Background: an optimization exercise with open tools, aiming at small area, a short achievable clock period and few clock cycles per item. Do not read the settings as production practice.
RTL that was checked went through simulation tests only; none was proved equivalent to the original.
For run 6, only the layout was checked, not whether the RTL still works.
No activity file was given, so power comes from the tool's default toggle rates.

**flow/run.sh**
```bash
#!/bin/bash
# Standard layout, with the port buffers inserted before placement made of
# sky130_fd_sc_hd__buf_1 cells instead of the buffer buffer_ports picks by default.
set -euo pipefail
export BUFFER_PORTS_ARGS="-buffer_cell sky130_fd_sc_hd__buf_1"
bash standard.sh > standard_flow.log 2>&1
```
**constraint.sdc**
```tcl
create_clock -name core_clock -period 5.5 [get_ports {clock}]
set_input_delay 1.1000 -clock core_clock [delete_from_list [all_inputs] [get_ports {clock}]]
set_output_delay 1.1000 -clock core_clock [all_outputs]
set_load 0.01 [all_outputs]
```
**config.mk**
```make
export PLATFORM = sky130hd
export DESIGN_NAME = ble_ad_structure_parser
export DESIGN_NICKNAME = ble_ad_structure_parser
export VERILOG_FILES = /design/flow/design.v
export SDC_FILE = /design/flow/constraint.sdc
export NUM_CORES = 4
export LEC_CHECK = 0
export CAP_MARGIN = 20
export CORE_MARGIN = 2
export CORE_UTILIZATION = 40
export SETUP_SLACK_MARGIN = 2.5
export SLEW_MARGIN = 20
```
**design.v**
```verilog
package bap_pkg;
   localparam logic [7:0] NameLimitReset = 8'd30;
   localparam int QueueDepth = 2;
   typedef enum logic [1:0] {PH_LEN, PH_TYPE, PH_DATA, PH_STOP} phase_type;
   localparam logic [4:0] K_FLAGS = 5'd0, K_UUID16 = 5'd1, K_UUID32 = 5'd2,
      K_U128LO = 5'd3, K_U128HI = 5'd4, K_SNAME = 5'd5, K_NAME = 5'd6,
      K_TXPWR = 5'd7, K_CLASS = 5'd8, K_DEVID = 5'd9, K_APPEAR = 5'd10,
      K_COMPANY = 5'd11, K_MANUF = 5'd12, K_HASH = 5'd13, K_RAND = 5'd14,
      K_UNKNOWN = 5'd15, K_BLKEND = 5'd16;
   localparam logic [3:0] C_NONE = 4'd0, C_FLAGS = 4'd1, C_TXPWR = 4'd2, C_UUID16 = 4'd3,
      C_UUID32 = 4'd4, C_U128 = 4'd5, C_SNAME = 4'd6, C_NAME = 4'd7, C_CLASS = 4'd8,
      C_HASH = 4'd9, C_RAND = 4'd10, C_DEVID = 4'd11, C_APPEAR = 4'd12, C_MANUF = 4'd13;
   typedef struct packed {
      logic       rec_valid;
      logic [3:0] kind;
      logic       half;
      logic [7:0] lo;
      logic [3:0] mask;      
      logic       end_valid;
      logic [1:0] end_status;
      logic [6:0] num;
   } entry_type;
   localparam int EntryBits = 28;
   function automatic logic type_is_known(input logic [7:0] t);
      type_is_known = (t >= 8'h01 && t <= 8'h0A) || (t >= 8'h0D && t <= 8'h10) ||
             (t >= 8'h14 && t <= 8'h19) || (t >= 8'h1F && t <= 8'h21) ||
             (t == 8'hFF);
   endfunction
   function automatic logic [3:0] type_class(input logic [7:0] t);
      case (t)
         8'h01: type_class = C_FLAGS;
         8'h0A: type_class = C_TXPWR;
         8'h02, 8'h03: type_class = C_UUID16;
         8'h04, 8'h05: type_class = C_UUID32;
         8'h06, 8'h07: type_class = C_U128;
         8'h08: type_class = C_SNAME;
         8'h09: type_class = C_NAME;
         8'h0D: type_class = C_CLASS;
         8'h0E: type_class = C_HASH;
         8'h0F: type_class = C_RAND;
         8'h10: type_class = C_DEVID;
         8'h19: type_class = C_APPEAR;
         8'hFF: type_class = C_MANUF;
         default: type_class = C_NONE;
      endcase
   endfunction
endpackage
module bap_front (
   input  logic               clock,
   input  logic               reset,
   input  logic               req_valid,
   output logic               req_stall,
   input  logic [16:0]        req_data,
   output logic               csr_ready,
   input  logic [7:0]         name_limit,
   input  logic               full,
   input  logic               wide_pend,
   output logic               push,
   output logic               wide_push,
   output bap_pkg::entry_type ent,
   output logic [63:0]        acc
);
   logic       in_v, in_first, in_lz, in_l1, in_bz, in_dneg, in_known, in_pre, in_nm;
   logic [7:0] in_b, in_lm1, in_d;
   logic [3:0] in_cls;
   bap_pkg::phase_type phase_ff;
   logic [7:0] offs_ff, rem_ff, pos_ff;
   logic [6:0] cnt_ff;
   logic [1:0] stat_ff;
   logic [3:0] cls_ff;
   logic nz_ff, drec_ff, nmn_ff;
   logic go, accept, wstall, name_ok;
   function automatic logic [2:0] lane_of(input logic [3:0] c, input logic [7:0] ps);
      if (c == bap_pkg::C_UUID16) lane_of = {2'b00, ps[0]};
      else if (c == bap_pkg::C_UUID32) lane_of = {1'b0, ps[1:0]};
      else lane_of = ps[2:0];
   endfunction
   function automatic logic keep_of(input logic [3:0] c, input logic [7:0] ps);
      case (c)
         bap_pkg::C_UUID16, bap_pkg::C_UUID32, bap_pkg::C_U128: keep_of = 1'b1;
         bap_pkg::C_CLASS, bap_pkg::C_HASH, bap_pkg::C_RAND, bap_pkg::C_DEVID:
            keep_of = (ps[7:4] == 4'd0);
         bap_pkg::C_APPEAR, bap_pkg::C_MANUF: keep_of = (ps[7:1] == 7'd0);
         default: keep_of = 1'b0;
      endcase
   endfunction
   logic [2:0] lane;
   logic kw;
   assign lane = lane_of(cls_ff, pos_ff);
   assign kw = keep_of(cls_ff, pos_ff);
   assign wstall = wide_pend && !in_first && nz_ff;
   assign go = in_v && !full && !wstall;
   assign req_stall = in_v && !go;
   assign accept = req_valid && !req_stall;
   assign csr_ready = !in_v;
   assign name_ok = (pos_ff < name_limit);
   logic [8:0] dfull;
   assign dfull = {1'b0, req_data[8:1]} - 9'd1 - {1'b0, req_data[16:9]};
   always_ff @(posedge clock) begin
      if (reset) in_v <= 1'b0;
      else if (accept) in_v <= 1'b1;
      else if (go) in_v <= 1'b0;
   end
   always_ff @(posedge clock) begin
      if (accept) begin
         in_first <= req_data[0];
         in_b <= req_data[16:9];
         in_lm1 <= req_data[8:1] - 8'd1;
         in_lz <= (req_data[8:1] == 8'd0);
         in_l1 <= (req_data[8:1] == 8'd1);
         in_bz <= (req_data[16:9] == 8'd0);
         in_d <= dfull[7:0];
         in_dneg <= dfull[8];
         in_known <= bap_pkg::type_is_known(req_data[16:9]);
         in_cls <= bap_pkg::type_class(req_data[16:9]);
         in_pre <= !in_v;
         in_nm <= name_ok;
      end
   end
   bap_pkg::phase_type ph;
   logic [7:0] rem, ps;
   logic [6:0] cn, cm1;
   logic [1:0] st;
   logic [3:0] cls;
   logic       act, endb, nm, stop2, is_name, rec, wide, half, drec_n, nmn_n, nz_n;
   logic [3:0] kind, mask;
   always_comb begin
      act = !in_lz && (in_first || offs_ff <= in_lm1);
      endb = !in_lz && (in_first ? in_l1 : (offs_ff == in_lm1));
      stop2 = in_dneg || (!in_first && offs_ff > in_d);
      nm = in_pre ? in_nm : nmn_ff;
      is_name = (cls_ff == bap_pkg::C_SNAME) || (cls_ff == bap_pkg::C_NAME);
      ph = in_first ? bap_pkg::PH_LEN : phase_ff;
      cn = in_first ? 7'd0 : cnt_ff;
      cm1 = cnt_ff - 7'd1;
      rem = rem_ff;
      ps = pos_ff;
      st = stat_ff;
      cls = cls_ff;
      rec = 1'b0;
      kind = 4'(bap_pkg::K_UNKNOWN);
      wide = 1'b0;
      half = 1'b0;
      drec_n = 1'b0;
      nmn_n = 1'b0;
      nz_n = 1'b0;
      case (ph)
         bap_pkg::PH_LEN: begin
            if (in_bz) begin
               ph = bap_pkg::PH_STOP; st = 2'd1;
            end else if (stop2) begin
               ph = bap_pkg::PH_STOP; st = 2'd2;
            end else begin
               cn = cn + 7'd1;
               rem = in_b; ph = bap_pkg::PH_TYPE;
            end
         end
         bap_pkg::PH_TYPE: begin
            ps = 8'd0;
            rem = rem_ff - 8'd1;
            cls = in_cls;
            if ((in_cls == bap_pkg::C_HASH || in_cls == bap_pkg::C_RAND) && rem_ff < 8'd17)
               cls = bap_pkg::C_NONE;
            rec = !in_known;
            ph = (rem_ff != 8'd1) ? bap_pkg::PH_DATA : bap_pkg::PH_LEN;
            drec_n = (in_cls == bap_pkg::C_FLAGS) || (in_cls == bap_pkg::C_TXPWR);
            nmn_n = (name_limit != 8'd0);
         end
         bap_pkg::PH_DATA: begin
            rec = drec_ff || (is_name && nm);
            case (cls_ff)
               bap_pkg::C_FLAGS: kind = 4'(bap_pkg::K_FLAGS);
               bap_pkg::C_TXPWR: kind = 4'(bap_pkg::K_TXPWR);
               bap_pkg::C_UUID16: begin kind = 4'(bap_pkg::K_UUID16); wide = 1'b1; end
               bap_pkg::C_UUID32: begin kind = 4'(bap_pkg::K_UUID32); wide = 1'b1; end
               bap_pkg::C_U128: begin
                  kind = pos_ff[3] ? 4'(bap_pkg::K_U128HI) : 4'(bap_pkg::K_U128LO);
                  wide = 1'b1;
               end
               bap_pkg::C_SNAME: kind = 4'(bap_pkg::K_SNAME);
               bap_pkg::C_NAME: kind = 4'(bap_pkg::K_NAME);
               bap_pkg::C_CLASS: begin kind = 4'(bap_pkg::K_CLASS); wide = 1'b1; end
               bap_pkg::C_HASH: begin kind = 4'(bap_pkg::K_HASH); wide = 1'b1; half = pos_ff[3]; end
               bap_pkg::C_RAND: begin kind = 4'(bap_pkg::K_RAND); wide = 1'b1; half = pos_ff[3]; end
               bap_pkg::C_DEVID: begin kind = 4'(bap_pkg::K_DEVID); wide = 1'b1; end
               bap_pkg::C_APPEAR: begin kind = 4'(bap_pkg::K_APPEAR); wide = 1'b1; end
               bap_pkg::C_MANUF: begin
                  wide = (pos_ff[7:1] == 7'd0);
                  kind = wide ? 4'(bap_pkg::K_COMPANY) : 4'(bap_pkg::K_MANUF);
               end
               default: ;
            endcase
            case (cls_ff)
               bap_pkg::C_UUID16: drec_n = !pos_ff[0];
               bap_pkg::C_UUID32: drec_n = (pos_ff[1:0] == 2'd2);
               bap_pkg::C_U128: drec_n = (pos_ff[2:0] == 3'd6) && (pos_ff[3] || rem_ff >= 8'd10);
               bap_pkg::C_CLASS: drec_n = (pos_ff == 8'd1);
               bap_pkg::C_HASH, bap_pkg::C_RAND: drec_n = (pos_ff == 8'd6) || (pos_ff == 8'd14);
               bap_pkg::C_DEVID: drec_n = (pos_ff == 8'd6);
               bap_pkg::C_APPEAR: drec_n = (pos_ff == 8'd0);
               bap_pkg::C_MANUF: drec_n = 1'b1;
               default: drec_n = 1'b0;
            endcase
            nmn_n = ({1'b0, pos_ff} + 9'd1 < {1'b0, name_limit});
            case (cls_ff)
               bap_pkg::C_UUID16: nz_n = !pos_ff[0];
               bap_pkg::C_UUID32: nz_n = (pos_ff[1:0] != 2'd3);
               bap_pkg::C_U128: nz_n = (pos_ff[2:0] != 3'd7);
               bap_pkg::C_CLASS, bap_pkg::C_HASH, bap_pkg::C_RAND, bap_pkg::C_DEVID:
                  nz_n = (pos_ff < 8'd15) && (pos_ff[2:0] != 3'd7);
               bap_pkg::C_APPEAR, bap_pkg::C_MANUF: nz_n = (pos_ff == 8'd0);
               default: nz_n = 1'b0;
            endcase
            if (rem_ff == 8'd1) nz_n = 1'b0;
            ps = pos_ff + 8'd1;
            rem = rem_ff - 8'd1;
            if (rem_ff == 8'd1) ph = bap_pkg::PH_LEN;
         end
         default: ;
      endcase
      if (!act) rec = 1'b0;
      mask[0] = rec && wide;
      mask[1] = rec && wide && (cls_ff == bap_pkg::C_UUID32 || cls_ff == bap_pkg::C_U128 ||
                        cls_ff == bap_pkg::C_CLASS || cls_ff == bap_pkg::C_HASH ||
                        cls_ff == bap_pkg::C_RAND || cls_ff == bap_pkg::C_DEVID);
      mask[2] = rec && wide && (cls_ff == bap_pkg::C_UUID32 || cls_ff == bap_pkg::C_U128 ||
                        cls_ff == bap_pkg::C_HASH || cls_ff == bap_pkg::C_RAND ||
                        cls_ff == bap_pkg::C_DEVID);
      mask[3] = rec && wide && (cls_ff == bap_pkg::C_U128 || cls_ff == bap_pkg::C_HASH ||
                        cls_ff == bap_pkg::C_RAND || cls_ff == bap_pkg::C_DEVID);
      ent.rec_valid = rec;
      ent.kind = kind;
      ent.half = half;
      ent.lo = wide ? acc[7:0] : in_b;
      ent.mask = mask;
      ent.end_valid = endb;
      ent.end_status = (ph == bap_pkg::PH_STOP) ? st :
                       ((ph == bap_pkg::PH_LEN) ? 2'd0 : 2'd2);
      ent.num = rec ? cm1 : cn;
   end
   assign push = go && (rec || endb);
   assign wide_push = go && rec && wide;
   always_ff @(posedge clock) begin
      if (reset) begin
         phase_ff <= bap_pkg::PH_LEN; offs_ff <= '0; cnt_ff <= '0; nz_ff <= 1'b0;
      end else if (go) begin
         if (act) begin
            phase_ff <= ph; offs_ff <= (in_first ? 8'd0 : offs_ff) + 8'd1; cnt_ff <= cn;
            nz_ff <= nz_n;
         end else if (in_first) begin
            phase_ff <= bap_pkg::PH_LEN; offs_ff <= '0; cnt_ff <= '0; nz_ff <= 1'b0;
         end
      end
   end
   always_ff @(posedge clock) begin
      if (go && act) begin
         rem_ff <= rem; pos_ff <= ps; stat_ff <= st; cls_ff <= cls;
         drec_ff <= drec_n; nmn_ff <= nmn_n;
      end
   end
   logic in_data;
   assign in_data = !in_first && (phase_ff == bap_pkg::PH_DATA);
   for (genvar k = 0; k < 8; k++) begin : g_acc
      always_ff @(posedge clock) begin
         if (go && in_data && kw && lane == 3'(k)) acc[8*k +: 8] <= in_b;
      end
   end
endmodule
module bap_back (
   input  logic               clock,
   input  logic               reset,
   input  logic               push,
   input  logic               wide_push,
   input  bap_pkg::entry_type ent,
   input  logic [63:0]        acc,
   output logic               full,
   output logic               wide_pend,
   output logic               rsp_valid,
   input  logic               rsp_stall,
   output logic [78:0]        rsp_data
);
   localparam int D = bap_pkg::QueueDepth;
   logic [D-1:0][bap_pkg::EntryBits-1:0] q_ff;
   logic [D-1:0] occ_ff;            
   logic pop, take, rec, wide_take;
   bap_pkg::entry_type h, h_next;
   logic [63:0] val;
   assign h = q_ff[0];
   assign full = occ_ff[D-1];
   assign rsp_valid = occ_ff[0];
   assign rec = h.rec_valid;
   assign take = occ_ff[0] && !rsp_stall;
   assign pop = take && !(h.rec_valid && h.end_valid);
   assign wide_take = take && h.mask[0];
   always_comb begin
      h_next = h;
      h_next.rec_valid = 1'b0;
      h_next.mask = '0;
      h_next.num = h.num + 7'd1;
   end
   always_comb begin
      val[7:0] = rec ? h.lo : {1'b0, h.num};
      val[15:8] = acc[15:8] & {8{h.mask[0]}};
      val[23:16] = acc[23:16] & {8{h.mask[1]}};
      val[31:24] = acc[31:24] & {8{h.mask[2]}};
      val[63:32] = acc[63:32] & {32{h.mask[3]}};
      rsp_data = {!rec, rec ? h.kind : 4'd0, val, rec && h.half, rec ? h.num : 7'd0,
                  rec ? 2'd0 : h.end_status};
   end
   always_ff @(posedge clock) begin
      if (reset) begin
         occ_ff <= '0; wide_pend <= 1'b0;
      end else begin
         if (push && !pop) occ_ff <= {occ_ff[D-2:0], 1'b1};
         else if (pop && !push) occ_ff <= {1'b0, occ_ff[D-1:1]};
         wide_pend <= wide_push || (wide_pend && !wide_take);
      end
   end
   logic [D-1:0] wr_here;
   always_comb begin
      for (int i = 0; i < D; i++) begin
         if (pop) wr_here[i] = (i + 1 < D) ? occ_ff[i] && !occ_ff[(i + 1) % D] : occ_ff[i];
         else wr_here[i] = (i == 0) ? !occ_ff[0] : occ_ff[(i + D - 1) % D] && !occ_ff[i];
      end
   end
   always_ff @(posedge clock) begin
      for (int i = 0; i < D; i++) begin
         if (wr_here[i]) q_ff[i] <= ent;
         else if (pop) begin
            if (i + 1 < D) q_ff[i] <= q_ff[(i + 1) % D];
         end else if (i == 0 && take) q_ff[0] <= h_next;
      end
   end
endmodule
module ble_ad_structure_parser (
   input  logic             clock,
   input  logic             reset,
   input  logic             req_valid,
   output logic             req_stall,
   input  logic [16:0]      req_data,    
   output logic             rsp_valid,
   input  logic             rsp_stall,
   output logic [78:0]      rsp_data,    
   input  logic             csr_valid,
   output logic             csr_ready,
   input  logic [7:0]       csr_data
);
   logic [7:0] limit_ff;
   logic full, push, wide_push, wide_pend;
   bap_pkg::entry_type ent;
   logic [63:0] acc;
   always_ff @(posedge clock) begin
      if (reset) limit_ff <= bap_pkg::NameLimitReset;
      else if (csr_valid && csr_ready) limit_ff <= csr_data;
   end
   bap_front u_front (.clock(clock), .reset(reset), .req_valid(req_valid),
                      .req_stall(req_stall), .req_data(req_data), .csr_ready(csr_ready),
                      .name_limit(limit_ff), .full(full), .wide_pend(wide_pend),
                      .push(push), .wide_push(wide_push), .ent(ent), .acc(acc));
   bap_back u_back (.clock(clock), .reset(reset), .push(push), .wide_push(wide_push),
                    .ent(ent), .acc(acc), .full(full), .wide_pend(wide_pend),
                    .rsp_valid(rsp_valid), .rsp_stall(rsp_stall), .rsp_data(rsp_data));
endmodule
```
**standard.sh**
```bash
#!/bin/bash
# synth_recipe.tcl (not shown) runs the flow's synth.tcl, then flattens the netlist and writes it again
# the make line also repeats each setting of config.mk as NAME=value (left out here)
make -C /OpenROAD-flow-scripts/flow DESIGN_CONFIG=/design/flow/config.mk WORK_HOME=/design/flow/orfs CLKGATE_MAP_FILE= SYNTH_SCRIPT=/design/flow/synth_recipe.tcl "${@:-finish}"
```
==> metrics.yaml, run 1 <==
clocking:
  clkLatencyLatePin_ns: 0.51
  htreeDepth: 1
  cts.clk_slew.worst_paths_ns: 0.06
  cts_tree: "built"
  clockBufferDepth: 3
  root_buffer: "clkbuf_16"
  cts_sinks: 210
  cts_inserted_buffers: 25
layout:
  stdcell_area_sq_um: 12700
  fin_nets: 1201
  syn2layout_area_growth_pct: 15.8
  antenna_cells: 0
  final_layout_size_suffix_gt1_share_pct: 9.19
  final_cells: 1473
  regArea_sq_um: 6010
  multi_input_area_sq_um: 4670
  nFillCells: 2465
  final_core_util_pct: 47.2
pwr:
  leakage_nw: 4.76
  total_power_mw: 3.78
  vdd_drop_max_v: 0.000184
  powerDensity_nw_per_um2: 297
global_route:
  grt_pass1_vias: 7400
  grt_pass1_wl_microns: 40600
  grt_max_degree: 37
  overflow: 0
  grtUsageTotal_pct: 17.8
  antenna_found_initial: 0
synth:
  synth.yosys.seq_area_share_pct: 54.7
  synth-edff-count: 180
  avgSynthCellArea_sq_um: 10.9
  yosys.area.top_type: "edfxtp_1"
  synth_ff_type: "edfxtp_1"
  netlist.area_leader.share_pct: 49.2
  synth_mux_area_share_pct: 2.40
  syn_inst: 1004
  syn-num-nets: 1092
  yosysWarnings: 3
  synth_xor_area_share_pct: 3.19
  synth_compound_area_share_pct: 12.3
  synthArstFlopShare_pct: 0
  synth_top_family_by_area: "simple AND/OR/NAND/NOR gates"
  ys_seq_elements: 210
  synthAdderAreaFrac_pct: 6.67
  synth_area_sq_um: 11000
  synth_area_leaders: "edfxtp_1 49%, ha_1 6.5%, dfxtp_1 5.5%, and2_1 4.4%, nor2_1 3.1%"
  yosysUniqueCellTypes: 77
  synth-simple-area-share_pct: 17.1
setup_path:
  crit_chain: "inv_1 -> and3_4 -> nor2_4 -> buf_1"
  crit_slowest_cell: "dfxtp_1"
  path_class: "register to output pin"
  max_stage_delay_ns: 0.59
  crit_arrival_ns: 1.91
  critical-path-top-delay-family: "flip-flops"
  r2r_slack_ns: 2.54
  end_kind: "output pin"
  start_kind: "register"
  critical_path.max_fanout: 10
  cp.required_ns: 4.40
  worst-path-buf-inv: 2
floorplan:
  die_y_microns: 170
  initial_core_util_pct: 40.8
  core_sq_um: 27000
  rows: 60
  boundaryPins: 112
  dieArea_sq_um: 28800
  die_w_microns: 170
timing:
  fin_skew_ns: 0.0108
  maxSlewViolCount: 0
  fin_crit_sh_pct: 54.7
  fin_crit_ns: 3.01
  fin_setup_tns_ns: 0
  finalHoldViolations: 0
  relSlewSlack_pct: 30.1
  timing.fmax_ghz: 0.332
  hold_ws_ns: 0.499
  finalWorstSetupSlack_ns: 2.49
  rsz0062_at_grt: "yes"
  finalSetupViolCount: 0
  tightest_slew_ns: 1.05
place:
  io_buffers: 111
  dp_hpwl_microns: 18200
  dpl_cell_area_sq_um: 11700
  preCtsSetupSlack_ns: 1.90
  place_inst: 1418
  place_congestion: 0.879
routing:
  drt-total-wl_microns: 26100
  vias: 7896
  drt-wirelength-per-cell_microns: 17.7
  drtIter0Drc: 607
  drcViolationCount: 0
  postRouteAntennaNets: 0
  drt-pass1-iter-count: 5
  vias_per_cell: 5.36
job:
  maxCapViolations: 0
status:
  status: "no timing/DRC/antenna violations"
hold_path:
  hold_path.class: "register to register"
## worst paths after layout
kind / startpoint / to / cells after the start
setup reg to reg: u_front.in_first$_DFFE_PP_ / u_front.acc[41]$_DFFE_PP_ / 8
hold / removal: u_front.in_cls[2]$_DFFE_PP_ / u_front.cls_ff[2]$_SDFFCE_PP0P_ / 0
hold reg to reg: u_front.in_cls[2]$_DFFE_PP_ / u_front.cls_ff[2]$_SDFFCE_PP0P_ / 0
setup / recovery: u_back.occ_ff[1]$_SDFFE_PP0P_ / req_stall / 4
## final cells by class
cell class / instances / area share (%)
Inverter: 61 / 1.84
Multi-Input combinational cell: 690 / 36.7
Clock inverter: 15 / 1.41
Sequential cell: 210 / 47.2
Tap cell: 341 / 3.35
Timing Repair Buffer: 125 / 4.16
Clock buffer: 31 / 5.25
## cells in the final DEF (no fill, tap or decap), types with 6 or more instances in the layout
master / count
o21ai_0: 33
nor2_1: 84
nor2_2: 9
a21o_1: 9
nand3_1: 31
xor2_1: 16
o211ai_1: 10
and3_1: 6
nor4_1: 12
nand4_1: 8
nand2b_1: 7
nor3_1: 12
mux2_2: 19
ha_1: 55
inv_1: 58
a21oi_1: 48
a31oi_1: 10
buf_1: 111
edfxtp_1: 180
buf_4: 13
nor2b_1: 12
a22o_1: 17
xnor2_1: 24
and2_1: 77
nand2_1: 80
dfxtp_1: 29
clkbuf_16: 25
a22oi_1: 8
o31ai_1: 8
## state kept, by name (all words and copies together) (netlist names), 7 cells and up
name / cells
limit_ff: 8
u_front.rem_ff: 8
u_front.in_d: 8
u_front.in_b: 8
u_front.offs_ff: 8
u_front.acc: 64
u_front.pos_ff: 8
u_front.cnt_ff: 7
u_back.q_ff: 56
u_front.in_lm1: 8
## kinds of logic (layout without fill, tap and decap cells)
family	Yosys count	count (layout)
simple gates	368	368
flops	210	210
compound gates	199	200
buf+inv	105	232
fa+ha+maj	58	58
xor+xnor	40	40
mux	24	24
## what timing repair did
action,in CTS,in global routing
pin swaps,1,3
buffers inserted,2,6
hold buffers,0,0
setup endpoints to repair,97,128
resized for setup,12,14
cloned,0,1
## power breakdown
group / internal (mW) / switching [mW]
combinational: 0.104 / 0.162
sequential: 1.78 / 0.0443
clock: 1.05 / 0.639
## routing by layer
layer	share of wire (%)	vias to the layer above	global-route usage [%]
met5	0	-	0
met4	1.4	0	3.64
met3	4.6	29	2.24
met2	45	196	27.7
met1	49	3786	26.7
li1	-	3885	-
## worst reg2reg max path, delay by kind of cell (launching register included)
kind / cells / cell delay [ns]
flip-flops: 1 / 0.35
buffers and inverters: 1 / 0.21
AND/OR/NAND/NOR: 6 / 1.82
AO/OA/AOI/OAI: 1 / 0.21
## cells in the mapped netlist, types with 3 or more instances
cell type / number
nand2b_1: 7
and3_1: 7
o22ai_1: 5
a21oi_1: 48
mux2_2: 19
buf_2: 3
nand3_1: 31
mux2i_1: 5
a311oi_1: 3
a211o_1: 4
xor2_1: 16
nor2b_1: 13
o31ai_1: 8
inv_1: 58
a211oi_1: 4
or3_1: 4
a31oi_1: 10
nor3_1: 12
o311ai_0: 3
edfxtp_1: 180
nor2_1: 92
or4_1: 3
a21boi_0: 3
and2_1: 77
o21ai_0: 34
a22o_1: 17
a22oi_1: 8
dfxtp_1: 30
xnor2_1: 24
o21ai_1: 3
nor4_1: 12
o211ai_1: 10
o21a_1: 5
ha_1: 57
clkbuf_1: 39
o21bai_1: 4
nand2_1: 83
nand4_1: 8
a21o_1: 9
Testbench counts, summed over its fixed seeds: cycles 96,595, bytes 91,371.
==> inputs of run 2 (changes only) <==
==> flow/run.sh (replaced) <==
#!/bin/bash
# Standard layout, with the port buffers inserted before placement made of
# sky130_fd_sc_hd__buf_2 cells instead of the buffer buffer_ports picks by default.
set -euo pipefail
export BUFFER_PORTS_ARGS="-buffer_cell sky130_fd_sc_hd__buf_2"
bash standard.sh > standard_flow.log 2>&1
==> run 2 against run 1 <==
Non-clock buffer count is 1 lower. Synthesized cell count unchanged. Wire length fell by 1.1%. Critical path type is now register to register. Largest cell class unchanged. Highest routed layer unchanged.
==> metrics.yaml, run 2 <==
layout:
  stdcell_area_sq_um: 12800  # was 12700 sq um
  largest_register: "u_front.acc"  # unchanged
  antenna_cells: 0  # unchanged
  most-common-layout-cells: "180 x edfxtp_1, 111 x buf_2, 86 x nor2_1"  # was 180 x edfxtp_1, 111 x buf_1, 84 x nor2_1
  layout_commonest_cell: "edfxtp_1"  # unchanged
  multi_input_area_sq_um: 4670  # about the same
  final_cells: 1470  # was 1473
  syn2layout_area_growth_pct: 16.6  # was 15.8%
  nFillCells: 2476  # was 2465
  final_layout_size_suffix_gt1_share_pct: 18.4  # was 9.19%
  top_regs: "u_front.acc: 64 flops, u_back.q_ff: 56 flops"  # unchanged
  fin_nets: 1199  # was 1201
  regArea_sq_um: 6010  # about the same
  largest_reg_flops: 64  # unchanged
setup_path:
  crit_cells: 8  # was 4
  rr_startpoint: "u_front.in_first$_DFFE_PP_"  # unchanged
  rr_endpoint: "u_front.acc[7]$_DFFE_PP_"  # was u_front.acc[41]$_DFFE_PP_
  worst-path-buf-inv: 1  # was 2
  max_stage_delay_ns: 0.62  # was 0.59 ns
  crit_arrival_ns: 3.05  # was 1.91 ns
  path_class: "register to register"  # was register to output pin
  r2r_slack_ns: 2.59  # was 2.54 ns
  cp.required_ns: 5.63  # was 4.40 ns
  critical_path.max_fanout: 24  # was 10
  crit_chain: "buf_6 -> nand3b_1 -> nand3_1 -> nor3_1 -> nand2_1 -> a31oi_1 -> nand2_1 -> nor2_1"  # was inv_1 -> and3_4 -> nor2_4 -> buf_1
  reg2reg_depth: 8  # unchanged
  end_kind: "register"  # was output pin
  start_kind: "register"  # unchanged
  crit_path_end: "u_front.acc[7]$_DFFE_PP_"  # was req_stall
  crit_slowest_cell: "nor2_1"  # was dfxtp_1
  timing.critical_path.mode_cell: "nand2_1"
  crit_start: "u_front.in_first$_DFFE_PP_"  # was u_back.occ_ff[1]$_SDFFE_PP0P_
  critical-path-top-delay-family: "simple AND/OR/NAND/NOR gates"  # was flip-flops
timing:
  tightest_slew_ns: 1.04  # was 1.05 ns
  maxSlewViolCount: 0  # unchanged
  finalHoldViolations: 0  # unchanged
  timing.fmax_ghz: 0.343  # was 0.332 GHz
  finalWorstSetupSlack_ns: 2.59  # was 2.49 ns
  fin_skew_ns: 0.0109  # was 0.0108 ns
  finalSetupViolCount: 0  # unchanged
  fin_crit_ns: 2.91  # was 3.01 ns
  rsz0062_at_grt: "yes"  # unchanged
  fin_setup_tns_ns: 0  # unchanged
  fin_crit_sh_pct: 52.9  # was 54.7%
  relSlewSlack_pct: 30.3  # was 30.1%
synth:
  synth.most_common_cell: "edfxtp_1"  # unchanged
  ys_seq_elements: 210  # unchanged
  yosys.area.top_type: "edfxtp_1"  # unchanged
  synth_area_sq_um: 11000  # unchanged
  synth-edff-count: 180  # unchanged
  synth_area_leaders: "edfxtp_1 49%, ha_1 6.5%, dfxtp_1 5.5%, and2_1 4.4%, nor2_1 3.1%"  # unchanged
  avgSynthCellArea_sq_um: 10.9  # unchanged
  syn-num-nets: 1092  # unchanged
  syn_inst: 1004  # unchanged
  netlist.area_leader.share_pct: 49.2  # unchanged
  synthArstFlopShare_pct: 0  # unchanged
  yosysWarnings: 3  # unchanged
  synth.yosys.seq_area_share_pct: 54.7  # unchanged
  synth_ff_type: "edfxtp_1"  # unchanged
  yosysUniqueCellTypes: 77  # unchanged
  ys_top_cells_by_count: "180 x edfxtp_1, 92 x nor2_1, 83 x nand2_1"  # unchanged
floorplan:
  initial_core_util_pct: 40.8  # unchanged
  dieArea_sq_um: 28800  # unchanged
  boundaryPins: 112  # unchanged
  rows: 60  # unchanged
  die_w_microns: 170  # unchanged
  die_y_microns: 170  # unchanged
  core_sq_um: 27000  # unchanged
job:
  maxCapViolations: 0  # unchanged
routing:
  drcViolationCount: 0  # unchanged
  drt-total-wl_microns: 25800  # was 26100 microns
  drt-pass1-iter-count: 7  # was 5
  postRouteAntennaNets: 0  # unchanged
  drt-wirelength-per-cell_microns: 17.6  # was 17.7 microns
  drtIter0Drc: 569  # was 607
  vias: 7859  # was 7896
  vias_per_cell: 5.35  # was 5.36
global_route:
  grt_pass1_vias: 7189  # was 7400
  grt_max_degree: 37  # unchanged
  antenna_found_initial: 0  # unchanged
  grt_pass1_wl_microns: 39900  # was 40600 microns
  grtUsageTotal_pct: 17.6  # was 17.8%
  overflow: 0  # unchanged
place:
  place_congestion: 0.857  # was 0.879
  io_buffers: 111  # unchanged
  place_inst: 1418  # unchanged
  dpl_cell_area_sq_um: 11900  # was 11700 sq um
  preCtsSetupSlack_ns: 2.04  # was 1.90 ns
  dp_hpwl_microns: 17900  # was 18200 microns
clocking:
  clkLatencyLatePin_ns: 0.51  # about the same
  htreeDepth: 1  # unchanged
  cts_inserted_buffers: 24  # was 25
  clockBufferDepth: 3  # unchanged
  cts_sinks: 210  # unchanged
  cts.clk_slew.worst_paths_ns: 0.06  # about the same
  cts_tree: "built"  # unchanged
  holdBufCountCts: 0  # unchanged
  root_buffer: "clkbuf_16"  # unchanged
status:
  status: "no timing/DRC/antenna violations"  # unchanged
pwr:
  vdd_drop_max_v: 0.000184  # about the same
  leakage_nw: 5.16  # was 4.76 nW
  powerDensity_nw_per_um2: 289  # was 297 nW/um^2
hold_path:
  hold_path.class: "register to register"  # unchanged
-- run 2: final cells by class --
type | count | area share (%)
flip-flops and latches | 210 | 46.9
multi-input cells | 690 | 36.4
repair buffers | 124 | 5.32
clock buffers | 32 | 5.09
well taps | 341 | 3.33
inverters | 61 | 1.81
clock inverters | 12 | 1.09
-- run 2: timing repair --
item | in CTS | in global routing
setup buffers | 3 | 4
hold endpoints to repair | 0 | 0
endpoints found under the setup margin | 74 | 107
pin swaps | 2 | 1
gates cloned | 0 | 1
resized for setup | 10 | 13
-- run 2: worst min path at each step --
| stage | end | from | cells after the start |
|---|---|---|---|
| 4_1_cts | u_front.nz_ff$_SDFFE_PP0P_ | u_front.nz_ff$_SDFFE_PP0P_ | 2 |
| 2_1_floorplan | u_front.nz_ff$_SDFFE_PP0P_ | u_front.nz_ff$_SDFFE_PP0P_ | 2 |
| 5_1_grt | u_front.cnt_ff[6]$_SDFFE_PP0P_ | u_front.cnt_ff[6]$_SDFFE_PP0P_ | 1 |
| 6_report | u_front.nz_ff$_SDFFE_PP0P_ | u_front.nz_ff$_SDFFE_PP0P_ | 2 |
| 3_3_place_gp | u_front.nz_ff$_SDFFE_PP0P_ | u_front.nz_ff$_SDFFE_PP0P_ | 2 |
| 3_5_place_dp | u_front.nz_ff$_SDFFE_PP0P_ | u_front.nz_ff$_SDFFE_PP0P_ | 2 |
-- run 2: worst min-delay path: cells and delay by family, from the launching register on --
| kind | cells | cell delay [ns] |
|---|---|---|
| flip-flops | 1 | 0.32 |
| AND/OR/NAND/NOR | 1 | 0.07 |
| AO/OA/AOI/OAI | 1 | 0.06 |
-- run 2: cells by family after synthesis --
group | Yosys count | share of synthesized area [%]
XOR/XNOR | 40 | 3.19
multiplexers | 24 | 2.40
adder cells (fa/ha/maj) | 58 | 6.67
AO/OA/AOI/OAI | 199 | 12.3
AND/OR/NAND/NOR | 368 | 17.1
flip-flops | 210 | 54.7
buffers and inverters | 105 | 3.66
-- run 2: metal layers --
| layer | vias to the layer above | track usage, % | routed length [microns] | part of all wire (%) |
|---|---|---|---|---|
| li1 | 3872 | - | - | - |
| met1 | 3719 | 26.0 | 12600 | 49 |
| met2 | 226 | 27.4 | 11400 | 44 |
| met3 | 42 | 2.33 | 1290 | 5.0 |
| met4 | 0 | 4.12 | 480 | 1.9 |
| met5 | - | 0 | 0 | 0 |
-- run 2: stage by stage --
| stage | power [mW] | util [%] | hold WS, ns |
|---|---|---|---|
| 2_1_floorplan | 2.02 | - | 0.448 |
| 3_3_place_gp | 2.12 | 44.0 | 0.481 |
| 3_5_place_dp | 2.12 | 44.0 | 0.473 |
| 4_1_cts | 3.72 | 47.2 | 0.485 |
| 5_1_grt | 3.83 | 47.5 | 0.523 |
| 6_report | 3.70 | 47.5 | 0.496 |
-- run 2: power by group --
part	internal (mW)	leakage [nW]	switching (mW)
sequential	1.78	1.96	0.0437
combinational	0.111	2.82	0.164
clock	0.974	0.383	0.623
==> inputs of run 3 (changes only) <==
--- a/config.mk
+++ b/config.mk
@@ -10,3 +10,3 @@
 export CORE_UTILIZATION = 40
-export SETUP_SLACK_MARGIN = 2.5
+export SETUP_SLACK_MARGIN = 3.0
 export SLEW_MARGIN = 20
==> run 3 against run 2 <==
Worst setup slack improved by 0.20 ns. Still clean on timing, DRC and antenna. Power fell by 2.4%. Critical path depth fell by 4. Highest routed layer unchanged. Critical endpoint is now req_stall. Global-route usage rose by 0.36 points. Combinational power rose by 23%. Largest power group unchanged.
==> metrics.yaml, run 3 <==
clocking:
  cts_inserted_buffers: 22  # was 24
  clockBufferDepth: 3  # unchanged
  root_buffer: "clkbuf_16"  # unchanged
  clkLatencyLatePin_ns: 0.51  # about the same
  htreeDepth: 1  # unchanged
  cts_tree: "built"  # unchanged
  cts.clk_slew.worst_paths_ns: 0.06  # about the same
  cts_sinks: 210  # unchanged
global_route:
  overflow: 0  # unchanged
  grtUsageTotal_pct: 17.9  # was 17.6%
  grt_pass1_wl_microns: 40900  # was 39900 microns
  grt_max_degree: 37  # unchanged
  grt_pass1_vias: 7428  # was 7189
  antenna_found_initial: 0  # unchanged
synth:
  synth_ff_type: "edfxtp_1"  # unchanged
  netlist.area_leader.share_pct: 49.2  # unchanged
  synth.yosys.seq_area_share_pct: 54.7  # unchanged
  yosysUniqueCellTypes: 77  # unchanged
  syn_inst: 1004  # unchanged
  ys_top_cells_by_count: "180 x edfxtp_1, 92 x nor2_1, 83 x nand2_1"  # unchanged
  ys_seq_elements: 210  # unchanged
  synth_area_sq_um: 11000  # unchanged
  yosys.area.top_type: "edfxtp_1"  # unchanged
  syn-num-nets: 1092  # unchanged
  synth-edff-count: 180  # unchanged
  yosysWarnings: 3  # unchanged
  synth.most_common_cell: "edfxtp_1"  # unchanged
  synth_area_leaders: "edfxtp_1 49%, ha_1 6.5%, dfxtp_1 5.5%, and2_1 4.4%, nor2_1 3.1%"  # unchanged
  avgSynthCellArea_sq_um: 10.9  # unchanged
  synthArstFlopShare_pct: 0  # unchanged
timing:
  relSlewSlack_pct: 31.5  # was 30.3%
  fin_crit_ns: 2.71  # was 2.91 ns
  timing.fmax_ghz: 0.369  # was 0.343 GHz
  hold_ws_ns: 0.496  # about the same
  finalWorstSetupSlack_ns: 2.79  # was 2.59 ns
  fin_setup_tns_ns: 0  # unchanged
  rsz0062_at_grt: "yes"  # unchanged
  finalSetupViolCount: 0  # unchanged
  tightest_slew_ns: 1.02  # was 1.04 ns
  fin_skew_ns: 0.0188  # was 0.0109 ns
  maxSlewViolCount: 0  # unchanged
  fin_crit_sh_pct: 49.3  # was 52.9%
  finalHoldViolations: 0  # unchanged
routing:
  postRouteAntennaNets: 0  # unchanged
  vias_per_cell: 5.37  # was 5.35
  drt-total-wl_microns: 27300  # was 25800 microns
  drtIter0Drc: 588  # was 569
  vias: 8206  # was 7859
  drt-wirelength-per-cell_microns: 17.9  # was 17.6 microns
  drcViolationCount: 0  # unchanged
  drt-pass1-iter-count: 5  # was 7
setup_path:
  cp.required_ns: 4.40  # was 5.63 ns
  start_kind: "register"  # unchanged
  critical_path.max_fanout: 3  # was 24
  path_class: "register to output pin"  # was register to register
  end_kind: "output pin"  # was register
  r2r_slack_ns: 2.86  # was 2.59 ns
  crit_arrival_ns: 1.61  # was 3.05 ns
hold_path:
  hold_path.class: "register to register"  # unchanged
floorplan:
  core_sq_um: 27000  # unchanged
  dieArea_sq_um: 28800  # unchanged
  die_y_microns: 170  # unchanged
  initial_core_util_pct: 40.8  # unchanged
  die_w_microns: 170  # unchanged
  rows: 60  # unchanged
  boundaryPins: 112  # unchanged
layout:
  final_core_util_pct: 51.7  # was 47.5%
  layout_commonest_cell: "edfxtp_1"  # unchanged
  largest_reg_flops: 64  # unchanged
  final_layout_size_suffix_gt1_share_pct: 29.9  # was 18.4%
  syn2layout_area_growth_pct: 26.7  # was 16.6%
  largest_register: "u_front.acc"  # unchanged
  top_regs: "u_front.acc: 64 flops, u_back.q_ff: 56 flops"  # unchanged
  stdcell_area_sq_um: 13900  # was 12800 sq um
  most-common-layout-cells: "180 x edfxtp_1, 101 x buf_2, 76 x nor2_1"  # was 180 x edfxtp_1, 111 x buf_2, 86 x nor2_1
  nFillCells: 2336  # was 2476
  antenna_cells: 0  # unchanged
  fin_nets: 1259  # was 1199
status:
  status: "no timing/DRC/antenna violations"  # unchanged
place:
  dp_hpwl_microns: 18300  # was 17900 microns
  place_congestion: 0.869  # was 0.857
  io_buffers: 111  # unchanged
  preCtsSetupSlack_ns: 1.75  # was 2.04 ns
  dpl_cell_area_sq_um: 11900  # about the same
pwr:
  powerDensity_nw_per_um2: 259  # was 289 nW/um^2
  vdd_drop_max_v: 0.000144  # was 0.000184 V
  pwr-share-comb_pct: 9.4  # was 7.4%
  pwr-share-clk_pct: 40.4  # was 43.2%
  power_switching_mw: 0.840  # was 0.830 mW
  leakage_nw: 5.59  # was 5.16 nW
  seq_power_share_pct: 50.2  # was 49.4%
  p_int_mw: 2.77  # was 2.87 mW
  switching_share_pct: 23.3  # was 22.5%
job:
  maxCapViolations: 0  # unchanged
[run 3: power groups by stage]
| stage | Sequential (mW) | Combinational (mW) | Clock [mW] |
|---|---|---|---|
| 5_1_grt | 1.82 | 0.372 | 1.56 |
| 4_1_cts | 1.81 | 0.309 | 1.49 |
| 3_3_place_gp | 1.85 | 0.270 | 0 |
| 6_report | 1.81 | 0.338 | 1.46 |
| 3_5_place_dp | 1.85 | 0.276 | 0 |
| 2_1_floorplan | 1.83 | 0.195 | 0 |
[run 3: repair_timing]
item                       in CTS  in global routing
setup buffers                  33                 33
setup endpoints to repair     295                222
hold buffers                    0                  0
pin swaps                      23                 24
gates cloned                    1                  3
gates resized for setup        80                 84
[run 3: worst max-delay path: stages (launching register included)]
cell and delay, ns:
edfxtp_1 0.45, nand3b_1 0.23, and3_4 0.23, nor2_4 0.09, buf_6 0.11
[run 3: stage by stage]
| step | total power [mW] | instances |
|---|---|---|
| 2_1_floorplan | 2.03 | 1004 |
| 3_5_place_dp | 2.13 | 1418 |
| 3_3_place_gp | 2.12 | 1418 |
| 6_report | 3.61 | 1527 |
| 4_1_cts | 3.61 | 1491 |
| 5_1_grt | 3.75 | 1527 |
[run 3: cells by family (layout without fill, tap and decap cells)]
group	after synthesis	count (layout)	share of synthesized area [%]
AND/OR/NAND/NOR	368	368	17.1
flip-flops	210	210	54.7
AO/OA/AOI/OAI	199	200	12.3
buffers and inverters	105	286	3.66
adder cells (fa/ha/maj)	58	58	6.67
XOR/XNOR	40	40	3.19
multiplexers	24	24	2.40
[run 3: worst paths after layout]
path | from | to | cells past startpoint
setup reg to reg | u_front.in_lm1[3]$_DFFE_PP_ | u_back.q_ff[6]$_DFFE_PP_ | 11
hold reg to reg | u_front.nz_ff$_SDFFE_PP0P_ | u_front.nz_ff$_SDFFE_PP0P_ | 2
setup / recovery | u_front.in_first$_DFFE_PP_ | req_stall | 4
hold / removal | u_front.nz_ff$_SDFFE_PP0P_ | u_front.nz_ff$_SDFFE_PP0P_ | 2
[run 3: area by class of cell]
| cell class | instances | area, sq um | share of cell area [%] |
|---|---|---|---|
| clock buffer | 26 | 576 | 4.13 |
| clock inverter | 13 | 133 | 0.953 |
| inverter | 61 | 258 | 1.85 |
| multi-input combinational | 690 | 5180 | 37.2 |
| sequential | 210 | 6030 | 43.3 |
| tap | 341 | 427 | 3.06 |
| timing repair buffer | 186 | 1320 | 9.51 |
[run 3: routing by layer]
layer / vias up / global-route usage, % / wire length, microns
met2: 204 / 29.6 / 13000
li1: 3992 / - / -
met3: 44 / 2.12 / 1170
met1: 3966 / 25.1 / 12600
met5: - / 0 / 0
met4: 0 / 4.53 / 506
==> inputs of run 4 (changes only) <==
--- a/config.mk
+++ b/config.mk
@@ -10,3 +10,3 @@
 export CORE_UTILIZATION = 40
-export SETUP_SLACK_MARGIN = 3.0
+export SETUP_SLACK_MARGIN = 2.8
 export SLEW_MARGIN = 20
==> run 4 against run 3 <==
Maximum frequency is 4.2% lower. Power increased by 5.3%. Global-route usage is 0.40 points higher. Critical path depth rose by 1. Critical endpoint unchanged. Largest cell class unchanged.
==> metrics.yaml, run 4 <==
routing:
  vias: 8011  # was 8206
  drtIter0Drc: 620  # was 588
  drt-total-wl_microns: 26900  # was 27300 microns
  postRouteAntennaNets: 0  # unchanged
  drt-wirelength-per-cell_microns: 18.0  # was 17.9 microns
  vias_per_cell: 5.35  # was 5.37
  drt-pass1-iter-count: 5  # unchanged
  drcViolationCount: 0  # unchanged
setup_path:
  path_class: "register to output pin"  # unchanged
  max_stage_delay_ns: 0.43  # was 0.45 ns
  crit_arrival_ns: 1.73  # was 1.61 ns
  cp.required_ns: 4.40  # about the same
  end_kind: "output pin"  # unchanged
  worst-path-buf-inv: 2  # was 1
  rr_endpoint: "u_front.offs_ff[4]$_SDFFE_PP0P_"  # was u_back.q_ff[6]$_DFFE_PP_
  r2r_slack_ns: 2.86  # about the same
  rr_startpoint: "u_front.in_lm1[5]$_DFFE_PP_"  # was u_front.in_lm1[3]$_DFFE_PP_
  crit_slowest_cell: "edfxtp_1"  # unchanged
  critical_path.max_fanout: 4  # was 3
  critical-path-top-delay-family: "simple AND/OR/NAND/NOR gates"  # unchanged
  reg2reg_depth: 10  # was 11
  start_kind: "register"  # unchanged
  crit_chain: "buf_12 -> nand3b_1 -> and3_4 -> nor2_4 -> buf_6"  # was nand3b_1 -> and3_4 -> nor2_4 -> buf_6
clocking:
  cts_sinks: 210  # unchanged
  cts_inserted_buffers: 24  # was 22
  cts_tree: "built"  # unchanged
  root_buffer: "clkbuf_16"  # unchanged
  clkLatencyLatePin_ns: 0.52  # was 0.51 ns
  holdBufCountCts: 0  # unchanged
  htreeDepth: 1  # unchanged
  clockBufferDepth: 3  # unchanged
  cts.clk_slew.worst_paths_ns: 0.06  # about the same
place:
  io_buffers: 111  # unchanged
  dp_hpwl_microns: 18400  # was 18300 microns
  place_congestion: 0.830  # was 0.869
synth:
  synth_area_leaders: "edfxtp_1 49%, ha_1 6.5%, dfxtp_1 5.5%, and2_1 4.4%, nor2_1 3.1%"  # unchanged
  netlist.area_leader.share_pct: 49.2  # unchanged
  synth.yosys.seq_area_share_pct: 54.7  # unchanged
  synth_mux_area_share_pct: 2.40  # unchanged
  synth_xor_area_share_pct: 3.19  # unchanged
  synthArstFlopShare_pct: 0  # unchanged
  yosys.area.top_type: "edfxtp_1"  # unchanged
  avgSynthCellArea_sq_um: 10.9  # unchanged
  synth_top_family_by_area: "simple AND/OR/NAND/NOR gates"  # unchanged
  ys_seq_elements: 210  # unchanged
  synth-edff-count: 180  # unchanged
  yosysUniqueCellTypes: 77  # unchanged
  synth_area_sq_um: 11000  # unchanged
  synth.most_common_cell: "edfxtp_1"  # unchanged
  syn_inst: 1004  # unchanged
  synth-simple-area-share_pct: 17.1  # unchanged
  synth_compound_area_share_pct: 12.3  # unchanged
  yosysWarnings: 3  # unchanged
  synth_ff_type: "edfxtp_1"  # unchanged
  ys_top_cells_by_count: "180 x edfxtp_1, 92 x nor2_1, 83 x nand2_1"  # unchanged
  synthAdderAreaFrac_pct: 6.67  # unchanged
  syn-num-nets: 1092  # unchanged
layout:
  nFillCells: 2468  # was 2336
  regArea_sq_um: 6020  # was 6030 sq um
  layout_commonest_cell: "edfxtp_1"  # unchanged
  multi_input_area_sq_um: 4910  # was 5180 sq um
  most-common-layout-cells: "180 x edfxtp_1, 111 x buf_2, 77 x nor2_1, 77 x and2_1, 75 x nand2_1"  # was 180 x edfxtp_1, 101 x buf_2, 76 x nor2_1
  antenna_cells: 0  # unchanged
  largest_register: "u_front.acc"  # unchanged
  syn2layout_area_growth_pct: 21.9  # was 26.7%
  fin_nets: 1225  # was 1259
  top_regs: "u_front.acc: 64 flops, u_back.q_ff: 56 flops"  # unchanged
  largest_reg_flops: 64  # unchanged
  final_layout_size_suffix_gt1_share_pct: 24.0  # was 29.9%
status:
  status: "no timing/DRC/antenna violations"  # unchanged
pwr:
  powerDensity_nw_per_um2: 284  # was 259 nW/um^2
  leakage_nw: 5.39  # was 5.59 nW
  vdd_drop_max_v: 0.000171  # was 0.000144 V
hold_path:
  hold_path.class: "register to register"  # unchanged
  hold_path_depth: 2  # unchanged
  min_to: "u_front.nz_ff$_SDFFE_PP0P_"  # unchanged
  min-delay-start: "u_front.nz_ff$_SDFFE_PP0P_"  # unchanged
global_route:
  grt_pass1_wl_microns: 41600  # was 40900 microns
  overflow: 0  # unchanged
  grtUsageTotal_pct: 18.3  # was 17.9%
  grt_pass1_vias: 7605  # was 7428
  grt_max_degree: 37  # unchanged
  antenna_found_initial: 0  # unchanged
floorplan:
  dieArea_sq_um: 28800  # unchanged
  die_y_microns: 170  # unchanged
  boundaryPins: 112  # unchanged
  die_w_microns: 170  # unchanged
  core_sq_um: 27000  # unchanged
  rows: 60  # unchanged
  initial_core_util_pct: 40.8  # unchanged
timing:
  fin_crit_sh_pct: 51.5  # was 49.3%
  fin_crit_ns: 2.83  # was 2.71 ns
  maxSlewViolCount: 0  # unchanged
  relSlewSlack_pct: 28.1  # was 31.5%
  fin_setup_tns_ns: 0  # unchanged
  fin_skew_ns: 0.0103  # was 0.0188 ns
  tightest_slew_ns: 1.08  # was 1.02 ns
  hold_ws_ns: 0.505  # was 0.496 ns
  finalHoldViolations: 0  # unchanged
  finalSetupViolCount: 0  # unchanged
  rsz0062_at_grt: "yes"  # unchanged
  timing.fmax_ghz: 0.353  # was 0.369 GHz
job:
  maxCapViolations: 0  # unchanged
run 4: cell types whose count changed in the layout (fill, tap and decap cells not counted), sizes merged:
cell / change
inv: +2
bufinv: +3
bufbuf: +1
clkinvlp: -2
o21bai: -1
buf: -36
clkinv: -3
clkbuf: +5
run 4: cells by family after synthesis:
group,count (synthesis)
xor+xnor,40
flops,210
mux,24
fa+ha+maj,58
compound gates,199
buf+inv,105
simple gates,368
run 4: stage by stage:
step | cells | total power, mW | setup slack, ns | util [%] | cell area (sq um)
CTS | 1476 | 3.81 | 2.64 | 48.2 | 13000
global route | 1496 | 3.94 | 2.59 | 49.7 | 13400
floorplan | 1004 | 2.02 | 2.80 | - | 11000
detailed placement | 1417 | 2.12 | 2.04 | 44.0 | 11900
finish | 1496 | 3.80 | 2.67 | 49.7 | 13400
global placement | 1417 | 2.12 | 2.20 | 44.0 | 11900
run 4: power by group:
part           internal [mW]  total (mW)  switching [mW]  leakage (nW)
logic                  0.130       0.306           0.176          3.02
registers               1.78        1.83          0.0445          1.97
clock network           1.05        1.67           0.617         0.405
total                   2.96        3.80           0.838          5.39
run 4: final cells by class:
cell class              count  area share, %
well taps                 341           3.19
repair buffers            150           7.17
clock buffers              32           4.78
flip-flops and latches    210           44.9
repair inverters            1         0.0467
inverters                  61           1.79
clock inverters            12           1.44
multi-input cells         689           36.7
run 4: routing by layer:
| metal | vias to the layer above | GRT usage [%] | wire (microns) |
|---|---|---|---|
| met5 | - | 0 | 0 |
| met4 | 0 | 4.53 | 512 |
| met3 | 32 | 3.08 | 1440 |
| met2 | 243 | 29.4 | 12300 |
| met1 | 3815 | 26.0 | 12600 |
| li1 | 3921 | - | - |
run 4: timing repair:
item                       in CTS  in global routing
setup endpoints to repair     216                127
gates cloned                    1                  2
resized for setup              35                 56
buffers inserted               14                 18
pin swaps                       3                 20
run 4: worst register-to-register path, stage by stage, from the launching register on:
cell and delay (ns):
edfxtp_1 0.38, inv_2 0.09, ha_4 0.20, and4_4 0.19, a211o_1 0.34, o32ai_4 0.34, buf_4 0.17, buf_6 0.09
nand4_1 0.11, or4_4 0.53, a21oi_2 0.13
run 4: how the worst max path moves through the flow:
stage	start	end	slack [ns]	depth (start not counted)
after global placement	u_front.in_first$_DFFE_PP_	u_back.occ_ff[1]$_SDFFE_PP0P_	2.20	16
after global routing	u_front.in_first$_DFFE_PP_	req_stall	2.59	5
after floorplan	req_data[10]	u_front.in_dneg$_DFFE_PP_	2.80	10
final	u_front.in_first$_DFFE_PP_	req_stall	2.67	5
after detailed placement	u_front.in_first$_DFFE_PP_	u_back.occ_ff[1]$_SDFFE_PP0P_	2.04	16
after CTS	u_front.in_first$_DFFE_PP_	req_stall	2.64	5
==> inputs of run 5 (changes only) <==
--- a/config.mk
+++ b/config.mk
@@ -10,2 +10,3 @@
 export CORE_UTILIZATION = 40
+export CTS_BUF_LIST = sky130_fd_sc_hd__clkbuf_4 sky130_fd_sc_hd__clkbuf_8
 export SETUP_SLACK_MARGIN = 2.8
==> run 5 against run 4 <==
Non-clock buffer count fell by 2. Largest power group unchanged. Final area is 1.5% lower. Area after synthesis unchanged. Still clean on timing, DRC and antenna. Critical path depth unchanged. Combinational power fell by 3%. First-iteration DRC count decreased by 6.0%. Synthesized cell count stayed put. Clock power down 14%. Final cell count up 1.4%. Die area unchanged.
==> metrics.yaml, run 5 <==
timing:
  finalHoldViolations: 0  # unchanged
  fin_crit_sh_pct: 51.8  # was 51.5%
  timing.fmax_ghz: 0.351  # was 0.353 GHz
  hold_ws_ns: 0.504  # was 0.505 ns
  finalSetupViolCount: 0  # unchanged
  fin_setup_tns_ns: 0  # unchanged
  fin_crit_ns: 2.85  # was 2.83 ns
  fin_skew_ns: 0.0165  # was 0.0103 ns
  rsz0062_at_grt: "yes"  # unchanged
  tightest_slew_ns: 1.06  # was 1.08 ns
  maxSlewViolCount: 0  # unchanged
  relSlewSlack_pct: 29.4  # was 28.1%
place:
  place_congestion: 0.830  # unchanged
  dp_hpwl_microns: 18400  # unchanged
  dpl_cell_area_sq_um: 11900  # unchanged
  io_buffers: 111  # unchanged
synth:
  synth.most_common_cell: "edfxtp_1"  # unchanged
  synth_area_sq_um: 11000  # unchanged
  syn_inst: 1004  # unchanged
  synth.yosys.seq_area_share_pct: 54.7  # unchanged
  yosys.area.top_type: "edfxtp_1"  # unchanged
  synthArstFlopShare_pct: 0  # unchanged
  synth_area_leaders: "edfxtp_1 49%, ha_1 6.5%, dfxtp_1 5.5%, and2_1 4.4%, nor2_1 3.1%"  # unchanged
  ys_seq_elements: 210  # unchanged
  syn-num-nets: 1092  # unchanged
  avgSynthCellArea_sq_um: 10.9  # unchanged
  ys_top_cells_by_count: "180 x edfxtp_1, 92 x nor2_1, 83 x nand2_1"  # unchanged
  yosysUniqueCellTypes: 77  # unchanged
  yosysWarnings: 3  # unchanged
  synth_ff_type: "edfxtp_1"  # unchanged
  synth-edff-count: 180  # unchanged
  netlist.area_leader.share_pct: 49.2  # unchanged
hold_path:
  hold_path_depth: 2  # unchanged
  min_to: "u_front.nz_ff$_SDFFE_PP0P_"  # unchanged
  hold_path.class: "register to register"  # unchanged
  min-delay-start: "u_front.nz_ff$_SDFFE_PP0P_"  # unchanged
setup_path:
  cp.required_ns: 4.40  # about the same
  max_stage_delay_ns: 0.43  # about the same
  start_kind: "register"  # unchanged
  path_class: "register to output pin"  # unchanged
  rr_endpoint: "u_back.q_ff[4]$_DFFE_PP_"  # was u_front.offs_ff[4]$_SDFFE_PP0P_
  crit_slowest_cell: "edfxtp_1"  # unchanged
  crit_chain: "buf_12 -> nand3b_1 -> and3_4 -> nor2_4 -> buf_6"  # unchanged
  crit_arrival_ns: 1.75  # was 1.73 ns
  reg2reg_depth: 15  # was 10
  rr_startpoint: "u_front.in_first$_DFFE_PP_"  # was u_front.in_lm1[5]$_DFFE_PP_
  end_kind: "output pin"  # unchanged
  r2r_slack_ns: 2.78  # was 2.86 ns
  critical_path.max_fanout: 3  # was 4
  crit_cells: 5  # unchanged
  worst-path-buf-inv: 2  # unchanged
  critical-path-top-delay-family: "simple AND/OR/NAND/NOR gates"  # unchanged
clocking:
  cts_sinks: 210  # unchanged
  root_buffer: "clkbuf_8"  # was clkbuf_16
  clkLatencyLatePin_ns: 0.53  # was 0.52 ns
  clockBufferDepth: 3  # unchanged
  cts.clk_slew.worst_paths_ns: 0.06  # about the same
  cts_tree: "built"  # unchanged
  htreeDepth: 2  # was 1
  cts_inserted_buffers: 37  # was 24
routing:
  vias: 8036  # was 8011
  postRouteAntennaNets: 0  # unchanged
  drtIter0Drc: 583  # was 620
  drt-wirelength-per-cell_microns: 17.7  # was 18.0 microns
  vias_per_cell: 5.30  # was 5.35
  drt-total-wl_microns: 26900  # about the same
  drcViolationCount: 0  # unchanged
  drt-pass1-iter-count: 6  # was 5
floorplan:
  boundaryPins: 112  # unchanged
  die_w_microns: 170  # unchanged
  core_sq_um: 27000  # unchanged
  initial_core_util_pct: 40.8  # unchanged
  dieArea_sq_um: 28800  # unchanged
  die_y_microns: 170  # unchanged
  rows: 60  # unchanged
layout:
  largest_reg_flops: 64  # unchanged
  fin_nets: 1236  # was 1225
  stdcell_area_sq_um: 13200  # was 13400 sq um
  final_core_util_pct: 49.0  # was 49.7%
  largest_register: "u_front.acc"  # unchanged
  top_regs: "u_front.acc: 64 flops, u_back.q_ff: 56 flops"  # unchanged
  most-common-layout-cells: "180 x edfxtp_1, 111 x buf_2, 79 x nor2_1"  # was 180 x edfxtp_1, 111 x buf_2, 77 x nor2_1, 77 x and2_1, 75 x nand2_1
  layout_commonest_cell: "edfxtp_1"  # unchanged
  syn2layout_area_growth_pct: 20.1  # was 21.9%
  antenna_cells: 0  # unchanged
  final_layout_size_suffix_gt1_share_pct: 24.9  # was 24.0%
global_route:
  grt_max_degree: 37  # unchanged
  grt_pass1_wl_microns: 41700  # was 41600 microns
  overflow: 0  # unchanged
  grt_pass1_vias: 7662  # was 7605
  antenna_found_initial: 0  # unchanged
  grtUsageTotal_pct: 18.5  # was 18.3%
status:
  status: "no timing/DRC/antenna violations"  # unchanged
pwr:
  total_power_mw: 3.56  # was 3.80 mW
  powerDensity_nw_per_um2: 270  # was 284 nW/um^2
  leakage_nw: 5.35  # was 5.39 nW
  vdd_drop_max_v: 0.000113  # was 0.000171 V
job:
  maxCapViolations: 0  # unchanged
run 5: cell counts after synthesis:
No cell type changed its count.
run 5: power by group:
part           switching, mW  internal, mW
clock                  0.627         0.810
combinational          0.172         0.126
sequential            0.0441          1.78
total                  0.844          2.72
run 5: metal layers:
| layer | global-route usage [%] | part of all wire, % | vias to the layer above |
|---|---|---|---|
| met1 | 26.0 | 47 | 3816 |
| met3 | 3.40 | 5.5 | 38 |
| li1 | - | - | 3938 |
| met4 | 5.09 | 1.7 | 0 |
| met5 | 0 | 0 | - |
| met2 | 29.3 | 46 | 244 |
run 5: worst reg2reg max path: cells and delay by family (launching register included):
family | cells | cell delay [ns]
buffers and inverters | 7 | 0.72
AOI/OAI and AO/OA | 4 | 0.68
and+or+nand+nor | 3 | 0.45
DFF | 1 | 0.40
adders and majority gates | 1 | 0.23
run 5: cell families after synthesis:
| family | after synthesis | synth area share, % |
|---|---|---|
| compound gates | 199 | 12.3 |
| xor+xnor | 40 | 3.19 |
| fa+ha+maj | 58 | 6.67 |
| buf+inv | 105 | 3.66 |
| flops | 210 | 54.7 |
| mux | 24 | 2.40 |
| simple gates | 368 | 17.1 |
run 5: how the worst max path moves through the flow:
stage                                from                             to  slack, ns
2_1_floorplan                req_data[10]      u_front.in_dneg$_DFFE_PP_       2.80
3_3_place_gp   u_front.in_first$_DFFE_PP_  u_back.occ_ff[1]$_SDFFE_PP0P_       2.20
3_5_place_dp   u_front.in_first$_DFFE_PP_  u_back.occ_ff[1]$_SDFFE_PP0P_       2.04
4_1_cts        u_front.in_first$_DFFE_PP_                      req_stall       2.65
5_1_grt        u_front.in_first$_DFFE_PP_                      req_stall       2.60
6_report       u_front.in_first$_DFFE_PP_                      req_stall       2.65
run 5: stage by stage:
step / worst slack, ns / instances
floorplan: 2.80 / 1004
global placement: 2.20 / 1417
detailed placement: 2.04 / 1417
CTS: 2.65 / 1498
global route: 2.60 / 1517
finish: 2.65 / 1517
run 5: timing repair:
item / CTS / global route
gates resized for setup: 32 / 45
cloned: 1 / 2
setup buffers: 13 / 17
endpoints found under the setup margin: 218 / 142
pin swaps: 3 / 16
hold buffers: 0 / 0
run 5: area by class of cell:
type	instances	area (sq um)
tap	341	427
multi-input combinational	689	4840
timing repair inverter	1	6.26
sequential	210	6020
fill	2489	13800
inverter	61	240
timing repair buffer	148	925
clock buffer	53	648
clock inverter	14	96.3
==> inputs of run 6 (changes only) <==
--- a/design.v
+++ b/design.v
@@ -62,5 +62,9 @@
 );
-   logic       in_v, in_first, in_lz, in_l1, in_bz, in_dneg, in_known, in_pre, in_nm;
+   logic       in_v, in_first, in_lz, in_l1, in_dneg, in_pre, in_nm;
    logic [7:0] in_b, in_lm1, in_d;
    logic [3:0] in_cls;
+   logic       in_bz, in_known;
+   assign in_bz = (in_b == 8'd0);
+   assign in_known = bap_pkg::type_is_known(in_b);
+   assign in_cls = bap_pkg::type_class(in_b);
    bap_pkg::phase_type phase_ff;
@@ -110,7 +114,4 @@
          in_l1 <= (req_data[8:1] == 8'd1);
-         in_bz <= (req_data[16:9] == 8'd0);
          in_d <= dfull[7:0];
          in_dneg <= dfull[8];
-         in_known <= bap_pkg::type_is_known(req_data[16:9]);
-         in_cls <= bap_pkg::type_class(req_data[16:9]);
          in_pre <= !in_v;
@@ -203,3 +204,2 @@
             endcase
-            nmn_n = ({1'b0, pos_ff} + 9'd1 < {1'b0, name_limit});
             case (cls_ff)
@@ -215,2 +215,3 @@
             ps = pos_ff + 8'd1;
+            nmn_n = (ps < name_limit);
             rem = rem_ff - 8'd1;
--- a/config.mk
+++ b/config.mk
@@ -10,3 +10,2 @@
 export CORE_UTILIZATION = 40
-export CTS_BUF_LIST = sky130_fd_sc_hd__clkbuf_4 sky130_fd_sc_hd__clkbuf_8
 export SETUP_SLACK_MARGIN = 2.8
==> run 6 against run 5 <==
Sequential share of layout area down 3.0 points. Power down 0.88%. Sequential power down 4%. Critical path type is now register to register. Largest cell class unchanged.
==> metrics.yaml, run 6 <==
hold_path:
  min-delay-start: "u_front.nz_ff$_SDFFE_PP0P_"  # unchanged
  hold_path.class: "register to register"  # unchanged
  hold_path_depth: 2  # unchanged
synth:
  syn-num-nets: 1132  # was 1092
  yosysUniqueCellTypes: 74  # was 77
  synth-simple-area-share_pct: 18.1  # was 17.1%
  synth-edff-count: 174  # was 180
  netlist.area_leader.share_pct: 47.3  # was 49.2%
  synth_compound_area_share_pct: 13.2  # was 12.3%
  ys_top_cells_by_count: "174 x edfxtp_1, 95 x nor2_1, 85 x and2_1"  # was 180 x edfxtp_1, 92 x nor2_1, 83 x nand2_1
  synthAdderAreaFrac_pct: 6.63  # was 6.67%
  synth_top_family_by_area: "simple AND/OR/NAND/NOR gates"  # unchanged
  synth_mux_area_share_pct: 2.63  # was 2.40%
  synth_xor_area_share_pct: 2.62  # was 3.19%
pwr:
  vdd_drop_max_v: 0.000180  # was 0.000113 V
  powerDensity_nw_per_um2: 258  # was 270 nW/um^2
setup_path:
  crit_slowest_cell: "edfxtp_1"  # unchanged
  r2r_slack_ns: 2.69  # was 2.78 ns
  cp.required_ns: 5.75  # was 4.40 ns
  rr_startpoint: "u_front.in_b[6]$_DFFE_PP_"  # was u_front.in_first$_DFFE_PP_
routing:
  drcViolationCount: 0  # unchanged
  drtIter0Drc: 634  # was 583
layout:
  fin_nets: 1295  # was 1236
  antenna_cells: 0  # unchanged
  final_layout_size_suffix_gt1_share_pct: 26.2  # was 24.9%
  largest_register: "u_front.acc"  # unchanged
  nFillCells: 2432  # was 2489
  syn2layout_area_growth_pct: 23.9  # was 20.1%
global_route:
  grt_pass1_wl_microns: 43700  # was 41700 microns
  grtUsageTotal_pct: 19.0  # was 18.5%
  grt_pass1_vias: 8076  # was 7662
  overflow: 0  # unchanged
  antenna_found_initial: 0  # unchanged
place:
  preCtsSetupSlack_ns: 1.88  # was 2.04 ns
  io_buffers: 111  # unchanged
floorplan:
  die_w_microns: 170  # about the same
  core_sq_um: 27000  # about the same
job:
  maxCapViolations: 0  # unchanged
timing:
  finalHoldViolations: 0  # unchanged
  timing.fmax_ghz: 0.356  # was 0.351 GHz
  fin_setup_tns_ns: 0  # unchanged
  maxSlewViolCount: 0  # unchanged
  fin_crit_sh_pct: 51.1  # was 51.8%
  rsz0062_at_grt: "yes"  # unchanged
status:
  status: "no timing/DRC/antenna violations"  # unchanged
clocking:
  clockBufferDepth: 3  # unchanged
  cts_sinks: 204  # was 210
  cts_inserted_buffers: 23  # was 37
  cts_tree: "built"  # unchanged
[run 6: layer usage]
layer  part of all wire [%]  vias up  GRT usage (%)
met5                      0        -              0
met4                    1.6        0           3.34
li1                       -     4125              -
met1                     47     4106           27.9
met3                    5.3       39           2.35
met2                     46      271           30.7
[run 6: worst min-delay path, cell delays in order (launching register included)]
cell     delay [ns]
dfxtp_1        0.31
nand3_1        0.07
a21oi_1        0.05
[run 6: layout make-up]
class                      instances  area [sq um]  share of cell area (%)
inverter                          60           243                    1.77
sequential                       204          5840                    42.6
timing repair inverter             1          16.3                   0.119
timing repair buffer             190          1270                    9.25
clock buffer                      29           598                    4.37
clock inverter                    12          86.3                   0.630
multi-input combinational        727          5220                    38.1
tap                              341           427                    3.12
[run 6: repair_timing]
item                                    in CTS  in global routing
cloned                                       4                  0
buffers inserted                            46                 24
pin swaps                                   14                 17
endpoints found under the setup margin     224                122
resized for setup                           61                 49
[run 6: how the worst max path moves through the flow]
stage	start	to	slack, ns	depth (start not counted)
6_report	u_front.in_b[6]$_DFFE_PP_	u_back.q_ff[30]$_DFFE_PP_	2.69	10
5_1_grt	u_front.in_b[6]$_DFFE_PP_	u_back.occ_ff[0]$_SDFFE_PP0P_	2.61	13
4_1_cts	u_front.offs_ff[0]$_SDFFE_PP0P_	u_back.q_ff[32]$_DFFE_PP_	2.77	10
3_5_place_dp	u_front.in_b[4]$_DFFE_PP_	u_back.occ_ff[1]$_SDFFE_PP0P_	1.88	12
3_3_place_gp	u_front.in_b[4]$_DFFE_PP_	u_back.occ_ff[1]$_SDFFE_PP0P_	1.99	12
2_1_floorplan	u_front.in_first$_DFFE_PP_	u_back.occ_ff[1]$_SDFFE_PP0P_	2.70	16
[run 6: metrics by stage]
step,util [%],total power [mW],hold WS (ns),cells,instance area (sq um)
global route,50.7,3.66,0.501,1564,13700
global placement,44.2,2.07,0.461,1449,11900
floorplan,-,1.98,0.436,1044,11200
CTS,49.3,3.54,0.485,1540,13300
detailed placement,44.2,2.07,0.476,1449,11900
finish,50.7,3.53,0.479,1564,13700
[run 6: cells by family (layout without fill, tap and decap cells)]
logic type / Yosys count / in the layout
compound gates: 224 / 225
xor+xnor: 33 / 33
fa+ha+maj: 58 / 58
buf+inv: 114 / 292
flops: 204 / 204
mux: 27 / 27
simple gates: 384 / 384
[run 6: power breakdown]
group / total (mW) / internal [mW] / switching, mW
sequential: 1.75 / 1.72 / 0.0267
clock: 1.41 / 0.816 / 0.598
combinational: 0.364 / 0.155 / 0.209
